This is an optimization exercise on Yosys and OpenROAD, whose aim is small area, a short achievable clock period and few clock cycles per item, not a production implementation. In this exercise RTL edits were held to simulation tests only and were not proved equivalent to the original. No activity file was given, so power comes from the tool's default toggle rates.

## proof_emul
module proof_emul #(
  parameter int BMAX = 256
) (
  input  logic            clk_i,
  input  logic            arst_ni,
  input  logic            istr_i,
  input  logic [BMAX-1:0] modp_i,
  input  logic [BMAX-1:0] opa_i,
  input  logic [BMAX-1:0] opb_i,
  output logic            busy_o,
  output logic            vlid_o,
  output logic            ierr_o,
  output logic [BMAX-1:0] prod_o
);
  localparam int W  = 261;    
  localparam int WT = 263;    
  localparam int EW = 12;     
  logic [255:0] p_r, a_r;
  logic [257:0] b_r;
  logic [W-1:0] ss_r, sc_r;
  logic g4_r, g1_r;                
  logic ds1_r, ds2_r, dng_r;       
  logic qs1_r, qs2_r, qng_r;       
  logic rot_r;                     
  logic       busy_r, vlid_r;
  logic       m_norm, m_loop, m_res, m_rot;
  logic       first_r, cor_r;
  logic [7:0] j_r;                 
  logic [7:0] ka_r;                
  logic [6:0] sh_r;                
  logic [6:0] rc_r;                
  ...
Size: about 5600 cells after synthesis, about 1300 flip-flops, roughly 1000 I/O pins, roughly 74000 um2 of cells after synthesis.
Settings: LEC_CHECK=0, CAP_MARGIN=20, CORE_MARGIN=2, CORE_UTILIZATION=40, SLEW_MARGIN=20; clock period 17.5 ns.
run.sh (not shown) runs the stock make flow with config.mk's settings and CLKGATE_MAP_FILE= SYNTH_SCRIPT=/design/flow/synth_recipe.tcl, a recipe that flattens the netlist after the stock synthesis.
Testbench counts at the start, summed over its fixed seeds: cycles 26,287, items 192.
Edit:
- GPL_TIMING_DRIVEN: not set -> 0
Core utilization grows by 1.9 points.
Non-clock buffer count grows by 617.
Final cell count grows by 6.7%.
Global-route usage grows by 7.1 points.
Wire length grows by about 26%.
Setup slack is worse by 1.4 ns.
Fmax shrinks by about 16%.
Die area does not change.
Sequential power shrinks by about 2%.

---

job 2103:
proof_emul, a different RTL version from the one above (not shown whole).
Size in the first run: roughly 1000 I/O pins.
==> flow/design.v (excerpt) <==
module proof_emul #(
  parameter int BMAX = 256
) (
  input  logic            clk_i,
  input  logic            arst_ni,
  input  logic            istr_i,
  input  logic [BMAX-1:0] modp_i,
  input  logic [BMAX-1:0] opa_i,
  input  logic [BMAX-1:0] opb_i,
  output logic            busy_o,
  output logic            vlid_o,
  output logic            ierr_o,
  output logic [BMAX-1:0] prod_o
);
export LEC_CHECK = 0
export CAP_MARGIN = 20
export CORE_MARGIN = 2
export CORE_UTILIZATION = 40
export CTS_CLUSTER_DIAMETER = 80
export CTS_CLUSTER_SIZE = 30
export SLEW_MARGIN = 20
create_clock -name core_clock -period 17.5 [get_ports {clk_i}]
standard.sh (not shown) runs the stock make flow with config.mk's settings and CLKGATE_MAP_FILE= SYNTH_SCRIPT=/design/flow/synth_recipe.tcl, a recipe that flattens the netlist after the stock synthesis.
==> flow/flow/run.sh <==
#!/bin/bash
# The standard ORFS layout (standard.sh), with two changes to how it is made:
#  - the port buffers are sky130_fd_sc_hd__buf_1 cells (buffer_ports' -buffer_cell);
#  - the flow's own repair_timing steps (after CTS and after global routing) are
#    asked for a larger setup slack margin, so that they size and buffer the
#    design for a shorter period than the constraint's. The SDC is unchanged.
# The full make output goes to make_finish.log; ORFS keeps each step's log under orfs/logs.
set -euo pipefail
export BUFFER_PORTS_ARGS="-buffer_cell sky130_fd_sc_hd__buf_1"
export SETUP_SLACK_MARGIN=12.5
bash standard.sh finish > make_finish.log 2>&1
Job 2103 reached the final stage; the timing, design-rule and antenna checks on its layout passed.
Testbench counts of job 2103, summed over its fixed seeds: cycles 26,287, items 192.
Modified inputs, job 418 compared to job 2103
- removing CTS_CLUSTER_DIAMETER (formerly 80)
- changing CORE_UTILIZATION from 40 to 60
- removing CTS_CLUSTER_SIZE (formerly 30)
==> flow/flow/run.sh <==
#!/bin/bash
# The standard ORFS layout (standard.sh), with two changes to how it is made:
#  - the port buffers are sky130_fd_sc_hd__buf_2 cells (buffer_ports' -buffer_cell);
#  - the flow's own repair_timing steps (after CTS and after global routing) are
#    asked for a larger setup slack margin, so that they size and buffer the
#    design for a shorter period than the constraint's. The SDC is unchanged.
# The full make output goes to make_finish.log; ORFS keeps each step's log under orfs/logs.
set -euo pipefail
export BUFFER_PORTS_ARGS="-buffer_cell sky130_fd_sc_hd__buf_2"
export SETUP_SLACK_MARGIN=12.5
bash standard.sh finish > make_finish.log 2>&1
Findings:
- The clock buffer count in the final layout of job 418 exceeds that of job 2103 by 107.
- Job 2103 → job 418: sequential portion of the cell area saw a decrease, switching fraction of total power dropped 3.2 points, clock edge transition at the registers on the reported setup and hold paths went down, wire length of the first global-routing pass down about 6.4%, part of the power in combinational logic went down 2.1 points.
- The utilization of job 418 exceeds that of job 2103 by 24 points.
- Looking at total power consumption of the routed design across job 418 and job 2103, the one that comes out lower is job 2103.
- Taking job 2103 as the reference, in job 418 wire length after detailed routing decreased about 8%; clock network power share now sits higher.
#### Input delta (job 9468 over job 418)
- CORE_UTILIZATION: 60 -> 40
==> summary.txt <==
- Re global routing usage on met2: job 9468 and job 418 aren't equal, and the higher value belongs to job 418.
- Combinational cell fraction of total power: job 9468 vs job 418 down 0.7 points
- Diff job 418 -> job 9468: final setup slack of the worst path now larger; maximum number of pins on one net before global-route repair shows an increase of 31; total power after layout +about 2.8%; endpoint arrival time on the critical path has decreased.
- Job 9468 vs job 418, via count of the routed design went down by 0.51%.
- Between job 418 and job 9468, the post-synthesis instance total does not differ in any meaningful way.
- Re clock skew: job 418 was lower than job 9468.
--- input diff job 9468..job 5785 ---
- CORE_UTILIZATION: 40 -> 75
--- outcome ---
- Changes observed in job 5785 relative to job 9468: number of max-capacitance violations reported was more or less identical, maximum resistive drop on vdd went up by 50%.
- Between job 9468 and job 5785, the flow reports final area decreasing by a few percent.
- Job 5785 ends up with a number of nets in the layout that is about 0.4% lower than in job 9468.
- Area of all sequential standard cells of job 5785 is on par with job 9468.
- Multi-input combinational gate total across job 9468 and job 5785: no real change.
Relative to job 5785, the following input files were edited for job 1947:
- putting CTS_CLUSTER_SIZE at 24 where nothing was set
- swapping 75 for 40 in CORE_UTILIZATION
- putting CTS_CLUSTER_DIAMETER at 100 where nothing was set
==> flow/flow/run.sh <==
#!/bin/bash
# The standard ORFS layout (standard.sh), with two changes to how it is made:
#  - the port buffers are sky130_fd_sc_hd__buf_1 cells (buffer_ports' -buffer_cell);
#  - the flow's own repair_timing steps (after CTS and after global routing) are
#    asked for a larger setup slack margin, so that they size and buffer the
#    design for a shorter period than the constraint's. The SDC is unchanged.
# The full make output goes to make_finish.log; ORFS keeps each step's log under orfs/logs.
set -euo pipefail
export BUFFER_PORTS_ARGS="-buffer_cell sky130_fd_sc_hd__buf_1"
export SETUP_SLACK_MARGIN=12.5
bash standard.sh finish > make_finish.log 2>&1
Results
Job 1947: PASS, flow complete, no timing, DRC or antenna violations. Between job 1947 and job 5785, the difference in area used by sequential logic in the layout is negligible. Delta (job 1947 minus job 5785): cell row count now sits higher, synthesis-to-layout area growth decreased by 2.3 points relative to the old numbers, design internal power now sits lower. Job 5785 → job 1947: count of placed standard cells in the final layout, fillers left out went up 12%, sequential cell area share went up 0.80 points, number of global-route vias before repair went down 3357, cell area went down about 2%. Note that the met2 routed wirelength recorded for job 1947 amounts to 1.2 times the value seen in job 5785. Looking at power spent charging and discharging nets, job 1947 sits 410 uW lower than job 5785 does. Going from job 5785 to job 1947, net count reported at finish shrank slightly. Looking at library cell contributing the largest single delay on the critical path, the sky130_fd_sc_hd__dfxtp_1 result is from job 1947; the sky130_fd_sc_hd__dfstp_2 one comes from job 5785.
Here is what was changed in the inputs of job 758 compared with job 1947.
- CTS_BUF_LIST now sky130_fd_sc_hd__clkbuf_4 sky130_fd_sc_hd__clkbuf_8 sky130_fd_sc_hd__clkbuf_16, previously not set
- CTS_CLUSTER_SIZE no longer set, was 24
- CTS_CLUSTER_DIAMETER no longer set, was 100
==> flow/flow/run.sh <==
#!/bin/bash
# The standard ORFS layout (standard.sh), with two changes to how it is made:
#  - the port buffers are sky130_fd_sc_hd__buf_2 cells (buffer_ports' -buffer_cell);
#  - the flow's own repair_timing steps (after CTS and after global routing) are
#    asked for a larger setup slack margin, so that they size and buffer the
#    design for a shorter period than the constraint's. The SDC is unchanged.
# The full make output goes to make_finish.log; ORFS keeps each step's log under orfs/logs.
set -euo pipefail
export BUFFER_PORTS_ARGS="-buffer_cell sky130_fd_sc_hd__buf_2"
export SETUP_SLACK_MARGIN=12.5
bash standard.sh finish > make_finish.log 2>&1
Results
Status: footprint of the flip-flops and latches parity (job 758, job 1947). Re portion of total power attributed to combinational logic: job 758 and job 1947 aren't equal, and the lower value belongs to job 758. The timing endpoint of the critical path comes out p_r[225]$_DFFE_PP_ in one run and prod_o[18] in the other, namely in job 758 and job 1947 respectively. In the flow results for job 758 and job 1947, the worst setup skew after layout is larger on job 758. Summary of job 758 over job 1947: post-route cell area up 4300 um^2, first-pass iteration count of the detailed router decreased by 1 relative to the old numbers. Between job 1947 and job 758, the flow reports wire length increasing slightly. Cell at the slowest stage of the critical path: sky130_fd_sc_hd__clkbuf_8 -> job 758, sky130_fd_sc_hd__dfxtp_1 -> job 1947. The fraction of final layout cells with drive strength greater than 1 number comes out lower for job 1947 vs job 758. Diff job 1947 -> job 758: static leakage power up about 13%, total vias in the final route up 478.

---

Starting RTL as in the previous note.
==> flow/config.mk <==
export PLATFORM = sky130hd
export DESIGN_NAME = proof_emul
export DESIGN_NICKNAME = proof_emul
export VERILOG_FILES = /design/flow/design.v
export SDC_FILE = /design/flow/constraint.sdc
export NUM_CORES = 4
export LEC_CHECK = 0
export CAP_MARGIN = 20
export CORE_MARGIN = 2
export CORE_UTILIZATION = 40
export SLEW_MARGIN = 20
==> flow/constraint.sdc <==
create_clock -name core_clock -period 17.5 [get_ports {clk_i}]
set_input_delay 3.5000 -clock core_clock [delete_from_list [all_inputs] [get_ports {clk_i}]]
set_output_delay 3.5000 -clock core_clock [all_outputs]
set_load 0.01 [all_outputs]
==> flow/flow/run.sh <==
#!/bin/bash
# The standard ORFS layout (standard.sh), with two changes to how it is made:
#  - the port buffers are sky130_fd_sc_hd__buf_1 cells (buffer_ports' -buffer_cell);
#  - the flow's own repair_timing steps (after CTS and after global routing) are
#    asked for a larger setup slack margin, so that they size and buffer the
#    design for a shorter period than the constraint's. The SDC is unchanged.
# The full make output goes to make_finish.log; ORFS keeps each step's log under orfs/logs.
set -euo pipefail
export BUFFER_PORTS_ARGS="-buffer_cell sky130_fd_sc_hd__buf_1"
export SETUP_SLACK_MARGIN=12.5
bash standard.sh finish > make_finish.log 2>&1
Testbench counts at the start, summed over its fixed seeds: cycles 26,287, items 192.
Next try:
- CTS_CLUSTER_DIAMETER: not set -> 100
- CTS_CLUSTER_SIZE: not set -> 24
- PLACE_DENSITY: not set -> 0.75
Cell count fell by 2.2%.
Worst setup slack loses 8.3 ps.
Via count rose by 0.32%.
Worst hold slack loses 5.7 ps.
Wire length rose by 1.3%.
Next try:
==> flow/flow/run.sh (replaced) <==
#!/bin/bash
# The standard ORFS layout (standard.sh), with two changes to how it is made:
#  - the port buffers are sky130_fd_sc_hd__buf_2 cells (buffer_ports' -buffer_cell);
#  - the flow's own repair_timing steps (after CTS and after global routing) are
#    asked for a larger setup slack margin, so that they size and buffer the
#    design for a shorter period than the constraint's. The SDC is unchanged.
# The full make output goes to make_finish.log; ORFS keeps each step's log under orfs/logs.
set -euo pipefail
export BUFFER_PORTS_ARGS="-buffer_cell sky130_fd_sc_hd__buf_2"
export SETUP_SLACK_MARGIN=12.2
bash standard.sh finish > make_finish.log 2>&1
- CTS_CLUSTER_DIAMETER: 100 -> not set
- CTS_CLUSTER_SIZE: 24 -> not set
- PLACE_DENSITY: 0.75 -> not set
=> Routed wire length decreases by 4.4%. Worst hold slack stays flat. Worst setup slack gets worse by 210 ps. Non-clock buffer count decreases by 51. Sequential share of layout area goes down by 1.5 points. Cell area is higher by 3.8%. Register-to-register slack loses 250 ps. Synthesized area is unchanged. Count of clock-buffer cells in the layout increases by 122. Utilization rose by 1.7 points.
Next try:
==> flow/flow/run.sh (replaced) <==
#!/bin/bash
# The standard ORFS layout (standard.sh), with two changes to how it is made:
#  - the port buffers are sky130_fd_sc_hd__buf_1 cells (buffer_ports' -buffer_cell);
#  - the flow's own repair_timing steps (after CTS and after global routing) are
#    asked for a larger setup slack margin, so that they size and buffer the
#    design for a shorter period than the constraint's. The SDC is unchanged.
# The full make output goes to make_finish.log; ORFS keeps each step's log under orfs/logs.
set -euo pipefail
export BUFFER_PORTS_ARGS="-buffer_cell sky130_fd_sc_hd__buf_1"
export SETUP_SLACK_MARGIN=12.5
bash standard.sh finish > make_finish.log 2>&1
- CTS_BUF_LIST: not set -> sky130_fd_sc_hd__clkbuf_4 sky130_fd_sc_hd__clkbuf_8 sky130_fd_sc_hd__clkbuf_16
Outcome:
- synthesized cell count does not change
- total power went up slightly
- final area is higher slightly
- setup slack improves by 210 ps
- critical path depth drops by 3
- worst hold slack improved by 7.4 ps
- routed wire length rose by a few percent
- combinational power grows by a few percent

[re-timing with driven ports]
The results above use ideal ports. As a check the final layouts listed here were re-extracted and re-timed, cells and wires unchanged.
Step 1 sets driving cells, clkbuf_16 on the clock port and buf_2 on the other inputs (assumed; they add their load-dependent delay and slew).
Step 2 times the ports against the registers' clock, not the clock port: input delays grow and output delays shrink by t, the midpoint of the rising clock arrivals with the driver on.
a / b / c = ideal / step 1 / step 2; a / b = the first two.
run	shift t [ns]	setup slack, ns	hold WS [ns]
the first run of note 1	0.893	10.189 / 10.189 / 9.838	0.443 / 0.443 / 0.443
the second run of note 1	0.924	8.811 / 8.811 / 8.417	0.448 / 0.448 / 0.448
job 2103	0.876	12.517 / 12.426 / 11.733	0.457 / 0.457 / 0.457
job 418	0.871	12.484 / 12.423 / 11.662	0.444 / 0.444 / 0.444
job 9468	0.905	12.524 / 12.427 / 11.693	0.448 / 0.448 / 0.448
job 5785	0.875	12.338 / 12.338 / 11.617	0.448 / 0.448 / 0.448
job 1947	0.839	12.512 / 12.415 / 11.768	0.453 / 0.453 / 0.453
job 758	0.907	12.532 / 12.442 / 11.670	0.448 / 0.448 / 0.448
the first run of note 3	0.915	12.525 / 12.428 / 11.696	0.453 / 0.453 / 0.453
the second run of note 3	0.850	12.517 / 12.426 / 11.738	0.448 / 0.448 / 0.448
the third run of note 3	0.903	12.303 / 12.293 / 11.441	0.446 / 0.446 / 0.446
the fourth run of note 3	0.923	12.514 / 12.414 / 11.681	0.453 / 0.453 / 0.453
After both steps setup and hold are still met in every run listed.
